Source: an optimization exercise on an open RTL-to-GDS flow (aim: small area, a short achievable clock period and few clock cycles per item). Production flows keep margins and buffers that such runs may drop.
Only simulation tests tie the RTL to the original design; equivalence was not proved.

==> flow/design.v (outline; a module is shown in full before it is edited, if it fits) <==
// module heater_pid_duty_control_unit: 3023 lines
module heater_pid_duty_control_unit (
    input  logic                                 clk,
    input  logic                                 rst_n,
    input  logic                                 cfg_we,
    input  logic [hpdc_pkg::CFG_ADDR_W-1:0]      cfg_addr,
    input  logic [hpdc_pkg::CFG_DATA_W-1:0]      cfg_wdata,
    input  logic                                 s_tvalid,
    output logic                                 s_tready,
    input  logic [hpdc_pkg::IN_DATA_W-1:0]       s_tdata,
    output logic                                 m_tvalid,
    input  logic                                 m_tready,
    output logic [hpdc_pkg::OUT_DATA_W-1:0]      m_tdata
);
  // ...
==> flow/flow/run.sh <==
#!/bin/bash
# Layout: the standard flow (standard.sh: the standard flow's synthesis and ORFS from floorplan to
# finish, at the design's clock period and constraints), with two changes in how the layout is
# made: the port buffers are buf_4 cells instead of the default delay-buffer choice, and the
# resizer's timing repair aims for 14 ns of setup slack at the 19 ns clock, so that it sizes the
# slowest paths as for a 5 ns clock. make's full output goes to standard.log; each ORFS step
# keeps its own log under orfs/logs/.
export BUFFER_PORTS_ARGS="-buffer_cell sky130_fd_sc_hd__buf_4"
export SETUP_SLACK_MARGIN=14.0
bash standard.sh > standard.log 2>&1
==> flow/standard.sh <==
#!/bin/bash
# synth_recipe.tcl (not shown) runs the flow's synth.tcl, then flattens the netlist and writes it again
# the make line also repeats each setting of config.mk as NAME=value (left out here)
make -C /OpenROAD-flow-scripts/flow DESIGN_CONFIG=/design/flow/config.mk WORK_HOME=/design/flow/orfs CLKGATE_MAP_FILE= SYNTH_SCRIPT=/design/flow/synth_recipe.tcl "${@:-finish}"
==> flow/config.mk <==
export PLATFORM = sky130hd
export DESIGN_NAME = heater_pid_duty_control_unit
export DESIGN_NICKNAME = heater_pid_duty_control_unit
export VERILOG_FILES = /design/flow/design.v
export SDC_FILE = /design/flow/constraint.sdc
export NUM_CORES = 4
export LEC_CHECK = 0
export CAP_MARGIN = 20
export CORE_MARGIN = 2
export CORE_UTILIZATION = 40
export SLEW_MARGIN = 20
==> flow/constraint.sdc <==
create_clock -name core_clock -period 19.0 [get_ports {clk}]
set_input_delay 3.8000 -clock core_clock [delete_from_list [all_inputs] [get_ports {clk}]]
set_output_delay 3.8000 -clock core_clock [all_outputs]
set_load 0.01 [all_outputs]
==> impl_results.md, run 1 <==
- Area of the multi-input gates: 0.0228 mm^2
- Die Area: 0.0889 mm^2
- Worst-path clk slew: 0.06 ns
- Ports: 58
- Number of CTS-inserted buffers: 40
- Reg2reg setup slack: 14.10 ns
- Clock Sink Count: 344
- Post-CTS Resized: 10
- Row count: 107
- Hold path endpoint: s2_code[2]
- Worst EP required: 15.20 ns
- Maxcap violations: 0
- Final hold slack: 0.418 ns
- Synth top area share: 24.4%
- Hold path start: s1_code[2]
- Port Buffers: 52
- WP depth: 1
- Met3 Usage GRT: 6.42%
- Post-Synth Simple-Gate Area: 7.19%
- Area delta synth->final: 8.76%
- RSZ-0062 raised after global routing: yes
- Slew @ Worst Pin: 1.17 ns
- DRT met1 WL: 45,000 um
- Initial Utilization: 40.5%
- Outcome: no timing/DRC/antenna violations
- Worst r2r dst: r3_b[15]
- CTS H-tree lvls: 2
- Ys flop type: dfrtp_1
- Post-route ant nets: 0
- Synth unique cells: 77
- R2R Path Start: last_err_reg[7]
- Fin. max-slew vios: 0
- Post-synthesis xor/xnor area fraction: 12.1%
- Vias per cell: 5.75
- Final setup vio count: 0
- Crit path DAT: 1.23 ns
- Number of non-clock buffers in the layout: 146
- Hold Path Depth: 0
- CTS tree: yes
- Largest net degree at the start of global routing: 111
- Post-synth top area cell: fa_1
- Critical path's top delay family: flip-flops
Testbench counts, summed over its fixed seeds: cycles 24,048, items 24,000.
==> run 2: changes to the inputs <==
--- a/flow/design.v
+++ b/flow/design.v
@@ -115,42 +115,42 @@
                 3'd4: floor_reg  <= (cfg_wdata[6:0] > 7'd100) ? 7'd100 : cfg_wdata[6:0];
                 3'd5: ceil_reg   <= (cfg_wdata[6:0] > 7'd100) ? 7'd100 : cfg_wdata[6:0];
                 3'd6: below_reg  <= cfg_wdata[11:0];
                 default: above_reg <= cfg_wdata[11:0];
             endcase
         end
     end
     logic en;
-    logic v0, v1, v2, v3, v4;
+    logic v0, v1, v2;
     logic o_valid, k_valid;
     logic [10:0] o_data, k_data, x_data;
     logic x_valid, take;
     logic ready_reg;
     assign en       = !k_valid;
     assign s_tready = ready_reg;
     assign m_tvalid = o_valid;
     assign m_tdata  = {4'd0, o_data[10:7], o_data[10], o_data[6:0]};
-    assign x_valid  = en && v4;
+    assign x_valid  = en && v2;
     assign take     = o_valid && m_tready;
     always_ff @(posedge clk or negedge rst_n)
     begin
         if (!rst_n)
         begin
-            v0 <= 1'b0; v1 <= 1'b0; v2 <= 1'b0; v3 <= 1'b0; v4 <= 1'b0;
+            v0 <= 1'b0; v1 <= 1'b0; v2 <= 1'b0;
             o_valid <= 1'b0;
             k_valid <= 1'b0;
             ready_reg <= 1'b1;
         end
         else
         begin
             if (en)
             begin
                 v0 <= s_tvalid;
-                v1 <= v0; v2 <= v1; v3 <= v2; v4 <= v3;
+                v1 <= v0; v2 <= v1;
             end
             if (k_valid)
             begin
                 k_valid   <= !take;
                 ready_reg <= take;
             end
             else
             begin
@@ -174,85 +174,73 @@
     always_ff @(posedge clk)
     begin
         if (en)
             t0 <= s_tdata[14:0];
     end
     localparam logic [2:0] C_PID = 3'd0, C_TOG = 3'd1, C_FULL = 3'd2, C_OFF = 3'd3,
                            C_FAULT = 3'd4, C_PIDF = 3'd5, C_PID0 = 3'd6;
     logic signed [16:0] temp1_x, err1;
-    logic f_fault, f_band, f_tog;
+    logic f_fault, f_band, f_tog, f_epos, f_clr;
     logic [2:0] code1;
     always_comb
     begin
         temp1_x = {{2{t0[14]}}, t0};
         err1    = $signed({5'd0, target_reg}) - temp1_x;
         f_fault = !((temp1_x > -17'sd160) && (temp1_x < 17'sd3360));
         f_band  = (err1 < $signed({5'd0, below_reg})) && target_on_reg;
         f_tog   = (temp1_x > 17'sd1920) && target_on_reg;
+        f_epos  = !err1[16] && (err1 != 17'sd0);
+        f_clr   = err1 <= -17'sd10;
         if (f_fault)
             code1 = C_FAULT;
         else if (f_band)
             code1 = (err1 <= $signed(~{5'd0, above_reg})) ? C_PID0 : (err1[16] ? C_PIDF : C_PID);
         else if (f_tog)
             code1 = C_TOG;
         else if (target_on_reg)
             code1 = C_FULL;
         else
             code1 = C_OFF;
     end
-    logic signed [12:0] e1;
-    logic [2:0] s1_code;
-    logic s1_pid, s1_epos, s1_clr;
-    always_ff @(posedge clk)
-    begin
-        if (en)
-        begin
-            e1      <= err1[12:0];
-            s1_code <= code1;
-            s1_pid  <= f_band && !f_fault;
-            s1_epos <= !err1[16] && (err1 != 17'sd0);
-            s1_clr  <= err1 <= -17'sd10;
-        end
-    end
     logic [23:0] isum_reg;
     logic signed [12:0] last_err_reg;
     logic [24:0] isum_add;
     logic [23:0] isum_new;
     always_comb
     begin
-        isum_add = {1'b0, isum_reg} + {13'd0, e1[11:0]};
-        if (s1_epos)
+        isum_add = {1'b0, isum_reg} + {13'd0, err1[11:0]};
+        if (f_epos)
             isum_new = isum_add[24] ? 24'hffffff : isum_add[23:0];
-        else if (s1_clr)
+        else if (f_clr)
             isum_new = 24'd0;
         else
             isum_new = isum_reg;
     end
     always_ff @(posedge clk or negedge rst_n)
     begin
         if (!rst_n)
         begin
             isum_reg     <= 24'd0;
             last_err_reg <= 13'sd0;
         end
-        else if (en && v1 && s1_pid)
+        else if (en && v0 && f_band && !f_fault)
         begin
             isum_reg     <= isum_new;
-            last_err_reg <= e1;
+            last_err_reg <= err1[12:0];
         end
     end
     logic signed [13:0] d2;
     logic [2:0] s2_code;
     always_ff @(posedge clk)
     begin
         if (en)
         begin
-            d2      <= $signed({e1[12], e1}) - $signed({last_err_reg[12], last_err_reg});
-            s2_code <= s1_code;
+            d2      <= $signed({err1[12], err1[12:0]}) - $signed({last_err_reg[12], last_err_reg});
+            s2_code <= code1;
         end
     end
     logic [32:0] cs_a, cs_b;
     logic w0;
     logic w1;
     logic w2;
     logic w3;
     logic w4;
@@ -2998,26 +2986,20 @@
         c19     = sum4[19] ^ r3_a[19] ^ r3_b[19];
         hx      = r3_a[32:19] ^ r3_b[32:19];
         hy      = {r3_a[31:19] | r3_b[31:19], c19};
         zero_hi = &(~(hx ^ hy));
     end
     logic s4_neg, s4_hi;
     logic [6:0] s4_d;
     logic [2:0] s4_code;
-    always_ff @(posedge clk)
-    begin
-        if (en)
-        begin
-            s4_neg  <= sum4[32] && !s3_big;
-            s4_hi   <= !zero_hi || s3_big;
-            s4_d    <= sum4[18:12];
-            s4_code <= s3_code;
-        end
-    end
+    assign s4_neg  = sum4[32] && !s3_big;
+    assign s4_hi   = !zero_hi || s3_big;
+    assign s4_d    = sum4[18:12];
+    assign s4_code = s3_code;
     logic [6:0] held_duty_reg;
     logic [1:0] ticks_reg;
     logic       fault_reported_reg;
     logic [6:0] pid_cl, pid_duty, tog_duty, duty;
     logic       tick_rst;
     logic [2:0] mode;
     logic       first;
     always_comb
==> impl_results.md, run 2 <==
- Commonest cells after routing, fill and taps aside: 421 x fa_1, 379 x a22oi_1, 343 x inv_1 (was 421 x fa_1, 377 x a22oi_1, 373 x inv_1)
- Critical path's top delay family: compound AO/OA/AOI/OAI gates (was flip-flops)
- Final Hold Violating Endpoints: 0 (unchanged)
- Final setup vio count: 0 (unchanged)
- Mapped Avg Cell Area: 9.94 um^2 (was 10.1 um^2)
- Async SR Flop Fraction: 60.1% (was 54.9%)
- Buf/Inv on CP: 1 (unchanged)
- Tcrit/Tclk final: 29.9% (was 26.5%)
- Max stage delay on crit path: 0.45 ns (was 0.52 ns)
- Initial antenna violation count: 1 (was 2)
- Nets: 3,942 (was 3,933)
- Vias per cell: 5.82 (was 5.75)
- Slew @ Worst Pin: 1.08 ns (was 1.17 ns)
- Most frequent CP cell: ha_1
- Ys Warns: 1 (unchanged)
- Worst Path Max Fanout: 6 (was 1)
- Area post-placement: 0.0350 mm^2 (was 0.0360 mm^2)
- Rel. slew slack: 28.3% (was 22.3%)
- CP startpoint kind: flip-flop (unchanged)
- R2R Path Start: r3_a[1] (was last_err_reg[7])
- Number of enable flip-flop cells after synthesis: 113 (was 144)
- Synth top area share: 25.0% (was 24.4%)
- Core ar.: 0.0836 mm^2 (was 0.0854 mm^2)
- Port Buffers: 52 (unchanged)
- Ratio of cells with drive above 1 in the final layout: 11.1% (was 9.24%)
- Fin. max-slew vios: 0 (unchanged)
- Die width: 294 um (was 298 um)
- Largest net degree at the start of global routing: 114 (was 111)
- Final wirelength: 108,000 um (about the same)
- Final WS setup: 13.33 ns (was 13.97 ns)
- Drt drc: 0 (unchanged)
- Post-synth top area cell: fa_1 (unchanged)
- Maxcap violations: 0 (unchanged)
- Critical path class: flip-flop to flip-flop (was flip-flop to output port)
- Post-route ant nets: 0 (unchanged)
- Hold buffer count at cts: 0 (unchanged)
- Number of CTS-inserted buffers: 37 (was 40)
- Synth unique cells: 82 (was 77)
- Critical Path End Type: flip-flop (was output port)
- Hold path start: k_data[10] (was s1_code[2])
- Crit path DAT: 5.98 ns (was 1.23 ns)
- Ports: 58 (unchanged)
- Cell count after synthesis: 3,390 (was 3,417)
- Vias in the first global route: 26,600 (was 26,700)
- Cell area after synthesis: 0.0337 mm^2 (was 0.0346 mm^2)
- Post-DP HPWL: 76,700 um (was 75,900 um)
- Setup TNS Final: 0 ns (unchanged)
- Row count: 106 (was 107)
- First-pass GRT wire length: 165,000 um (was 167,000 um)
- Slowest-stage cell, CP: a2111o_1 (was dfstp_2)
- Top-count cell post-synth: fa_1 (unchanged)
- Clock skew: 0.0254 ns (was 0.0306 ns)
- Die Area: 0.0866 mm^2 (was 0.0889 mm^2)
- Setup WS pre-CTS: 12.69 ns (was 13.30 ns)
- Area contributors post-synth: fa_1 25%, dfrtp_1 13%, edfxtp_1 10%, a22oi_1 8.4%, xor2_1 7.0% (was fa_1 24%, edfxtp_1 12%, dfrtp_1 12%, a22oi_1 8.2%, xor2_1 7.1%)
- Root Driver: clkbuf_16 (unchanged)
- All-layer global routing usage: 25.1% (was 24.7%)
- Worst-path clk slew: 0.06 ns (about the same)
- Commonest cells post-synth: 421 x fa_1, 379 x a22oi_1, 345 x inv_1 (was 421 x fa_1, 377 x a22oi_1, 375 x inv_1)
- Grt total ovfl: 0 (unchanged)
- Worst EP required: 19.30 ns (was 15.20 ns)
- Clock Sink Count: 311 (was 344)
- CP Cell Sequence: ha_1 -> a311oi_2 -> o21bai_2 -> a2111o_1 -> a21boi_4 -> o21ai_1 -> xor2_2 -> ha_1 -> a21oi_1 -> a21o_1 -> a21oi_2 -> a2111oi_4 -> buf_6 -> mux2i_2 -> nor2_1 -> ha_1 -> nor2b_1 -> o21a_1 -> o21a_1 -> o21ai_1 -> a211o_1 -> a211oi_2 -> a221o_1 -> mux2_4 (was buf_6)
- DR WL/cell: 24.2 um (was 24.1 um)
- Gp weighted congestion: 0.944 (was 0.978)
- Placed cells: 4,319 (was 4,410)
- CTS tree: yes (unchanged)
- Hold Crit Class: flip-flop to flip-flop (unchanged)
- Initial detailed-routing violation count: 2,447 (was 2,934)
- Area delta synth->final: 9.92% (was 8.76%)
- Die H: 294 um (was 298 um)
- Initial Utilization: 40.3% (was 40.5%)
- Outcome: no timing/DRC/antenna violations (unchanged)
- Final std cells w/o fill: 4,442 (was 4,499)
- Final Util: 44.3% (was 44.1%)
- Register area share after synthesis: 24.7% (was 26.9%)
- Vias: 25,900 (about the same)
- FF+latch count, synth: 311 (was 344)
- Fmax achieved: 176 MHz (was 199 MHz)
- RSZ-0062 raised after global routing: yes (unchanged)
- Final instance area: 0.0370 mm^2 (was 0.0376 mm^2)
- CTS Buffer Depth: 3 (unchanged)
- Commonest non-fill, non-tap cell in the layout: fa_1 (unchanged)
- Ys flop type: dfrtp_1 (unchanged)
- CTS H-tree lvls: 2 (unchanged)
- Worst setup startpoint: r3_a[1] (was ready_reg)
- Drt pass-1 iters: 9 (was 8)
- Post-route minimum period: 5.67 ns (was 5.03 ns)
- Final hold slack: 0.458 ns (was 0.418 ns)
- Clock latency on the worst-skew pair: 0.57 ns (was 0.62 ns)
-- run 2: final timing paths --
kind,slack (ns),cells past startpoint,endpoint
max,13.33,24,o_data[6]
min,0.46,2,k_data[10]
max reg2reg,13.33,24,o_data[6]
min reg2reg,0.46,2,k_data[10]
max in group asynchronous,14.44,2,bd_one[0]
min in group asynchronous,3.28,1,target_reg[4]
-- run 2: cell families after synthesis --
logic type / after synthesis / synth area share (%)
fa+ha+maj: 570 / 30.6
xor+xnor: 481 / 12.5
simple gates: 570 / 7.88
other cells: 1 / 0.0111
compound gates: 776 / 15.8
flops: 311 / 24.7
mux: 43 / 1.40
buf+inv: 638 / 7.19
-- run 2: layout make-up --
type | count | area (um^2)
fillers | 8050 | 46500
multi-input cells | 2447 | 23300
flip-flops and latches | 311 | 8360
repair buffers | 188 | 1510
well taps | 1080 | 1350
inverters | 347 | 1310
clock buffers | 47 | 1020
clock inverters | 21 | 198
diodes | 1 | 2.50
-- run 2: tightest hold or removal path, delay by kind of cell, from the launching register on --
kind	cells	cell delay [ns]
simple gates	1	0.05
compound gates	1	0.07
flops	1	0.31
-- run 2: what timing repair did --
| action | in CTS | in global routing |
|---|---|---|
| pin swaps | 6 | 5 |
| cloned | 4 | 0 |
| resized for setup | 31 | 39 |
| buffers inserted | 33 | 17 |
| endpoints found under the setup margin | 93 | 80 |
-- run 2: layer usage --
layer  GRT usage, %  up-vias  wire length [um]
met5              0        -                 0
met4           9.07        0              4610
met3           5.68      313             10600
met2           40.0     1316             48300
met1           33.6    13000             44000
li1               -    11300                 -
Testbench counts of run 2, summed over its fixed seeds: cycles 24,032, items 24,000.
==> run 3: changes to the inputs <==
==> flow/run.sh (new file) <==
#!/bin/bash
# synth_recipe.tcl (not shown) runs the flow's synth.tcl, then flattens the netlist and writes it again
# the make line also repeats each setting of config.mk as NAME=value (left out here)
make -C /OpenROAD-flow-scripts/flow DESIGN_CONFIG=/design/flow/config.mk WORK_HOME=/design/flow/orfs CLKGATE_MAP_FILE= SYNTH_SCRIPT=/design/flow/synth_recipe.tcl finish
removed: flow/flow/run.sh
removed: flow/standard.sh
==> impl_results.md, run 3 <==
- DR WL/cell: 24.0 um (was 24.2 um)
- Slew @ Worst Pin: 1.25 ns (was 1.08 ns)
- Drt drc: 0 (unchanged)
- Synth top area share: 25.0% (unchanged)
- RSZ-0062 raised after global routing: no (was yes)
- Setup TNS Final: 0 ns (unchanged)
- Critical path class: flip-flop to flip-flop (unchanged)
- Hold buffer count at cts: 0 (unchanged)
- Synth unique cells: 82 (unchanged)
- Post-synthesis xor/xnor area fraction: 12.5% (unchanged)
- Grt total ovfl: 0 (unchanged)
- Ratio of cells with drive above 1 in the final layout: 6.76% (was 11.1%)
- Top-count cell post-synth: fa_1 (unchanged)
- Initial detailed-routing violation count: 2,472 (was 2,447)
- Final std cells w/o fill: 4,395 (was 4,442)
- Initial antenna violation count: 3 (was 1)
- Vias: 25,400 (was 25,900)
- Die width: 294 um (unchanged)
- Final setup vio count: 0 (unchanged)
- Worst r2r dst: o_data[1] (was o_data[6])
- Register area share after synthesis: 24.7% (unchanged)
- Crit path DAT: 6.83 ns (was 5.98 ns)
- Core ar.: 0.0836 mm^2 (unchanged)
- Port Buffers: 52 (unchanged)
- Largest family of logic cells by synthesized area: adder cells (unchanged)
- Post-DP HPWL: 76,800 um (was 76,700 um)
- Number of enable flip-flop cells after synthesis: 113 (unchanged)
- Placed cells: 4,327 (was 4,319)
- Tcrit/Tclk final: 34.0% (was 29.9%)
- Gp weighted congestion: 0.931 (was 0.944)
- Compound-Gate Fraction of Synth Area: 15.8% (unchanged)
- Adder-cell share of the synthesized area: 30.6% (unchanged)
- FF+latch count, synth: 311 (unchanged)
- Clock Sink Count: 311 (unchanged)
- Die H: 294 um (unchanged)
- GR Layer Usage met2: 39.3% (was 40.0%)
- Die Area: 0.0866 mm^2 (unchanged)
- GR peak layer: met2 (unchanged)
- CTS Buffer Depth: 3 (unchanged)
- CTS H-tree lvls: 2 (unchanged)
- CTS tree: yes (unchanged)
- First-pass GRT wire length: 163,000 um (was 165,000 um)
- M1 GR Usage: 32.9% (was 33.6%)
- Post-route ant nets: 0 (unchanged)
- Ys flop type: dfrtp_1 (unchanged)
- Largest net degree at the start of global routing: 67 (was 114)
- Root Driver: clkbuf_16 (unchanged)
- Drt pass-1 iters: 7 (was 9)
- Reg2reg setup slack: 12.53 ns (was 13.33 ns)
- Outcome: no timing/DRC/antenna violations (unchanged)
- Cell area after synthesis: 0.0337 mm^2 (unchanged)
- Area contributors post-synth: fa_1 25%, dfrtp_1 13%, edfxtp_1 10%, a22oi_1 8.4%, xor2_1 7.0% (unchanged)
- Met3 Usage GRT: 6.02% (was 5.68%)
- Final wirelength: 106,000 um (was 108,000 um)
- Post-synth top area cell: fa_1 (unchanged)
- Setup Fix Bufs, Post-CTS: 0 (was 33)
- Worst-path clk slew: 0.06 ns (about the same)
- Critical Path End Type: flip-flop (unchanged)
- CP startpoint kind: flip-flop (unchanged)
- Critical path endpoint: o_data[1] (was o_data[6])
- Fmax achieved: 155 MHz (was 176 MHz)
- R2R Path Start: r3_a[1] (unchanged)
- Fin. max-slew vios: 0 (unchanged)
- Commonest cells after routing, fill and taps aside: 421 x fa_1, 379 x a22oi_1, 344 x inv_1 (was 421 x fa_1, 379 x a22oi_1, 343 x inv_1)
- Reg2reg path depth: 22 (was 24)
- Ports: 58 (unchanged)
- Clock skew: 0.0239 ns (was 0.0254 ns)
- All-layer global routing usage: 24.8% (was 25.1%)
- Mapped Avg Cell Area: 9.94 um^2 (unchanged)
- Number of CTS-inserted buffers: 37 (unchanged)
- Vias in the first global route: 26,100 (was 26,600)
- Clock latency on the worst-skew pair: 0.57 ns (about the same)
- Post-synthesis mux area share: 1.40% (unchanged)
- Diode count: 0 (was 1)
- Maxcap violations: 0 (unchanged)
- Hold Crit Class: flip-flop to flip-flop (unchanged)
- Initial Utilization: 40.3% (unchanged)
- Rel. slew slack: 16.8% (was 28.3%)
- Post-route minimum period: 6.47 ns (was 5.67 ns)
- Post-CTS Resized: 0 (was 31)
- Final Hold Violating Endpoints: 0 (unchanged)
- Ys Warns: 1 (unchanged)
- Worst Path Max Fanout: 10 (was 6)
- Async SR Flop Fraction: 60.1% (unchanged)
- Commonest cells post-synth: 421 x fa_1, 379 x a22oi_1, 345 x inv_1 (unchanged)
- Commonest non-fill, non-tap cell in the layout: fa_1 (unchanged)
- Nets: 3,896 (was 3,942)
- Worst setup startpoint: r3_a[1] (unchanged)
- Row count: 106 (unchanged)
- Vias per cell: 5.79 (was 5.82)
- Post-Synth Simple-Gate Area: 7.88% (unchanged)
- Cell count after synthesis: 3,390 (unchanged)
- Worst EP required: 19.36 ns (was 19.30 ns)
- Area delta synth->final: 8.23% (was 9.92%)
run 3: logic make-up (layout without fill, tap and decap cells):
family,Yosys count,after routing
other cells,1,4
xor+xnor,481,481
fa+ha+maj,570,570
compound gates,776,776
buf+inv,638,560
flops,311,311
simple gates,570,570
mux,43,43
run 3: layout make-up:
type / count / area (um^2)
inverter: 347 / 1310
sequential: 311 / 8310
fill: 8001 / 47100
tap: 1080 / 1350
timing repair buffer: 145 / 1220
clock inverter: 18 / 235
clock buffer: 50 / 1050
multi-input combinational: 2444 / 23000
run 3: stage by stage:
step                      worst slack (ns)  utilization [%]  instance area, um^2  hold WS [ns]
after floorplan                      13.33                -                33700         0.400
after detailed placement             12.54             42.1                35200         0.452
after global placement               12.56             42.1                35200         0.445
after global routing                 11.98             43.6                36500         0.483
final                                12.53             43.6                36500         0.463
after CTS                            12.50             43.6                36500         0.469
run 3: worst min-delay path by stage:
| stage | from | to | slack [ns] | depth (start not counted) |
|---|---|---|---|---|
| after floorplan | s2_code[0] | s3_code[0] | 0.40 | 0 |
| after global placement | k_data[10] | k_data[10] | 0.45 | 2 |
| after detailed placement | k_data[10] | k_data[10] | 0.45 | 2 |
| after CTS | k_data[10] | k_data[10] | 0.47 | 2 |
| after global routing | k_data[6] | k_data[6] | 0.48 | 1 |
| final | k_data[10] | k_data[10] | 0.46 | 2 |
run 3: critical path: stages, from the launching register on:
cell and delay, ns:
edfxtp_1 0.36, ha_1 0.30, a311oi_1 0.29, o21bai_1 0.22
a2111o_1 0.45, a21boi_0 0.38, o21ai_0 0.17, xor2_1 0.29
ha_1 0.32, a21oi_1 0.14, a21o_1 0.12, a21oi_1 0.09
a2111oi_4 0.73, mux2_2 0.43, nor2b_1 0.14, ha_1 0.33
o21a_1 0.12, o21a_1 0.10, o21ai_0 0.07, a211o_1 0.32
a211oi_2 0.43, nand2b_1 0.14, a41oi_1 0.33
run 3: layer usage:
| metal | vias up | wire length, um |
|---|---|---|
| met5 | - | 0 |
| li1 | 11200 | - |
| met1 | 12600 | 43200 |
| met4 | 0 | 4400 |
| met3 | 302 | 10400 |
| met2 | 1300 | 47600 |

re-timing with driven ports:
In the flow no input, the clock included, has a driving cell. The finished layouts below were timed again as built, in two steps. Step 1 sets driving cells, clkbuf_16 on the clock port and buf_2 on the other inputs (assumed; they add their load-dependent delay and slew). Step 2 also shifts input and output timing later by t, the mid clock arrival at the registers, as if the neighbouring blocks saw the same clock. Three values: ideal ports, drivers, drivers and shift; two values: the first two.
run	shift t [ns]	setup slack, ns	slew at the worst register clock pin (ns)	pins driven straight from the clock port
run 1	0.670	13.968 / 13.899 / 13.520	0.06 / 0.06	1
run 2	0.623	13.328 / 13.328 / 13.328	0.07 / 0.07	1
run 3	0.623	12.531 / 12.531 / 12.531	0.06 / 0.06	1
After both steps every run listed still meets setup and hold. For run 1, which loses most, drivers alone change the setup slack by -0.069 ns; drivers and shift together by -0.448 ns.
